This design comes from an exercise in tuning for small area, a short achievable clock period and few clock cycles per item on the open sky130 flow, not from production work. The RTL was checked by simulation tests, not by an equivalence proof against the original design. Power is estimated from default activity; no workload was simulated.

## the previous run
Design card_shoe, start of the top module:
module card_shoe (
	input  logic       clk,
	input  logic       arst_n,
	input  logic       start,
	output logic       busy,
	input  logic [1:0] req_op,
	input  logic [30:0] req_random,
	output logic       done,
	output logic       rsp_card_valid,
	output logic [3:0] rsp_card_rank,
	output logic [1:0] rsp_card_suit,
	output logic [8:0] rsp_cards_left,
	output logic       rsp_reshuffle_needed,
	output logic       rsp_shuffle_busy,
	input  logic       cfg_we,
	input  logic       cfg_index,
	input  logic [8:0] cfg_data
);
	csd_pkg::req_t req;
	csd_pkg::rsp_t rsp;
	assign req.op           = req_op;
	assign req.random_value = req_random;
	card_shoe_shuffle_deal u_core (
		.clk       (clk),
		.arst_n    (arst_n),
		.start     (start),
		.busy      (busy),
		.req       (req),
		.done      (done),
		.rsp       (rsp),
		.cfg_we    (cfg_we),
		.cfg_index (cfg_index),
		.cfg_data  (cfg_data)
	);
	assign rsp_card_valid       = rsp.card_valid;
	assign rsp_card_rank        = rsp.card_rank;
	assign rsp_card_suit        = rsp.card_suit;
	assign rsp_cards_left       = rsp.cards_left;
	assign rsp_reshuffle_needed = rsp.reshuffle_needed;
	assign rsp_shuffle_busy     = rsp.shuffle_busy;
endmodule
clock: 10.0 ns
lec_check: 0
cap_margin: 20
cell_pad_in_sites_detail_placement: 1
cell_pad_in_sites_global_placement: 1
core_margin: 2
core_utilization: 30
cts_cluster_diameter: 130
cts_cluster_size: 20
place_density: 0.5
slew_margin: 20
synth_hierarchical: 1
standard.sh (not shown) runs the stock make flow with config.mk's settings and CLKGATE_MAP_FILE= SYNTH_SCRIPT=/design/flow/synth_recipe.tcl, a recipe that flattens the netlist after the stock synthesis.
==> flow/flow/run.sh <==
#!/bin/bash
# Layout flow: the standard ORFS flow (standard.sh, standard synthesis unchanged,
# same clock period and constraints), with two changes to how the layout is made:
#  - the port buffers are plain buffers (sky130_fd_sc_hd__buf_4) instead of the delay
#    cell buffer_ports picks by default; every port still gets its buffer;
#  - repair_timing is asked for 6.2 ns of setup slack, so it sizes and buffers the
#    paths longer than 3.8 ns instead of stopping at the 10 ns clock.
# The full output of the run goes to flow_run.log in the work folder; ORFS keeps each
# step's own log under orfs/logs/.
set -euo pipefail
export BUFFER_PORTS_ARGS="-buffer_cell sky130_fd_sc_hd__buf_4"
export SETUP_SLACK_MARGIN=6.2
bash standard.sh finish > flow_run.log 2>&1
Testbench counts of the previous run, summed over its fixed seeds: cycles 10,852, requests 10,252.
Here is what was changed in the inputs of the current run compared with the previous run.
diff --git a/flow/design.v b/flow/design.v
--- a/flow/design.v
+++ b/flow/design.v
@@ -127,46 +127,40 @@
 	input  logic [7:0]     shift_prev,
 	input  csd_pkg::card_t fixd,
 	input  logic [7:0]     e_oh,
 	input  logic [7:0]     load,
 	input  logic [25:0]    wr_hi,
 	input  logic [15:0]    wr_lo,
-	input  logic [25:0]    rd_hi,
+	input  logic [25:0]    rd_hi2,
 	input  logic [15:0]    rd_lo_a,
 	input  logic [15:0]    rd_lo_b,
 	output csd_pkg::card_t rdata
 );
 	localparam int N = STORE_DEPTH;
 	logic [N-1:0][5:0] st;
 	logic [N-1:0][5:0] st_n;
 	logic [5:0]        top;
 	logic [N-1:0]      s_sh, s_h, s_nw;
 	logic [N-1:0][5:0] nwv, prevs;
 	logic [25:0][5:0] row;
-	logic [6:0][5:0]  grp;
-	logic [6:0][5:0]  grp_q;
+	logic [25:0][5:0] row_q;
 	always_comb begin
 		logic [5:0] acc;
 		for (int h = 0; h < 26; h++) begin
 			acc = '0;
 			for (int l = 0; l < 16; l++)
 				acc = acc | ({6{(h < 13) ? rd_lo_a[l] : rd_lo_b[l]}} & st[16 * h + l]);
 			row[h] = acc;
 		end
-		for (int g = 0; g < 7; g++) begin
-			acc = '0;
-			for (int h = 4 * g; h < 4 * g + 4 && h < 26; h++)
-				acc = acc | ({6{rd_hi[h]}} & row[h]);
-			grp[g] = acc;
-		end
 		acc = '0;
-		for (int g = 0; g < 7; g++) acc = acc | grp_q[g];
+		for (int h = 0; h < 26; h++)
+			acc = acc | ({6{rd_hi2[h]}} & row_q[h]);
 		rdata = acc;
 	end
 	always_ff @(posedge clk) begin
-		grp_q <= grp;
+		row_q <= row;
 	end
 	assign top   = st[N-1];
 	always_comb begin
 		for (int p = 0; p < N; p++) begin
 			logic [5:0] prev;
 			logic       ws;
@@ -262,12 +256,13 @@
 	logic              a_valid_q;        
 	logic [ADDR_W-1:0] a_rslot_q;
 	logic [ADDR_W-1:0] a_wslot_q;
 	logic              x_valid_q;        
 	logic              f1_q;             
 	logic              fix_q;            
+	logic [25:0]       rd_hi2_q;         
 	logic [7:0]        sh_prev_q;        
 	logic              acc2_q;
 	logic              deal_card2_q;
 	logic [ADDR_W-1:0] cards_left1_q;
 	logic              reshuffle1_q;
 	logic              shuffle_busy1_q;
@@ -346,13 +341,13 @@
 		.shift_prev (sh_prev_q),
 		.fixd    (fixd_q),
 		.e_oh    (e_oh_q),
 		.load    (ld_q),
 		.wr_hi   (wr_hi_q),
 		.wr_lo   (wr_lo_q),
-		.rd_hi   (rd_hi_q),
+		.rd_hi2  (rd_hi2_q),
 		.rd_lo_a (rd_lo_a_q),
 		.rd_lo_b (rd_lo_b_q),
 		.rdata   (rdata)
 	);
 	always_ff @(posedge clk or negedge arst_n) begin
 		if (!arst_n) begin
@@ -522,12 +517,13 @@
 		fixd_q    <= rdata;
 	end
 	assign rslot = a_valid_q ? a_rslot_q : dslot_q;
 	assign wslot = a_wslot_q;
 	always_ff @(posedge clk) begin
 		for (int k = 0; k < 26; k++) rd_hi_q[k] <= (rslot[8:4] == 5'(k));
+		rd_hi2_q <= rd_hi_q;
 		for (int k = 0; k < 16; k++) rd_lo_a_q[k] <= (rslot[3:0] == 4'(k)) && (rslot < 9'd208);
 		for (int k = 0; k < 16; k++) rd_lo_b_q[k] <= (rslot[3:0] == 4'(k)) && (rslot >= 9'd208);
 		for (int k = 0; k < 26; k++) wr_hi_q[k] <= a_valid_q && (wslot[8:4] == 5'(k));
 		for (int k = 0; k < 16; k++) wr_lo_q[k] <= (wslot[3:0] == 4'(k));
 	end
 	always_ff @(posedge clk or negedge arst_n) begin
Notes after the runs:
In the current run, the number of cells in the design after placement came out 178 above the value in the previous run. Diff the previous run -> the current run: post-layout minimum cycle time went up; synthesized area picked up an extra about 2%; clock group share of total power went up by 14 points; combinational power shows a reduction of 75%. | via count | the current run vs the previous run | 2171 higher |. Looking at sequential share of layout area across the current run and the previous run, the one that comes out higher is the current run.
Testbench counts of the current run, summed over its fixed seeds: cycles 10,852, requests 10,252.

## separate check: timing with driven ports
Ports are ideal in the flow. The routed layouts listed here were re-timed in OpenROAD.
Step 1, drivers: a clkbuf_16 drives clk and a buf_2 each remaining input, both assumed.
Step 2 adds t to the input delays and takes it off the output delays; t is the mean of the earliest and latest rising clock arrival at the registers after step 1. Input paths then give back, and output paths get back, about the clock's delay inside the block.
a / b / c = ideal ports / drivers / drivers and shift; a / b = the first two.
| run | t, ns | slack for setup (ns) | cell pins on the clock port's net |
|---|---|---|---|
| the previous run | 1.096 | 6.372 / 6.252 / 5.697 | 1 |
| the current run | 1.105 | 6.355 / 6.257 / 5.871 | 1 |
After both steps setup and hold are still met in every run listed. For the previous run, which loses most, drivers alone change the setup slack by -0.120 ns; drivers and shift together by -0.675 ns.
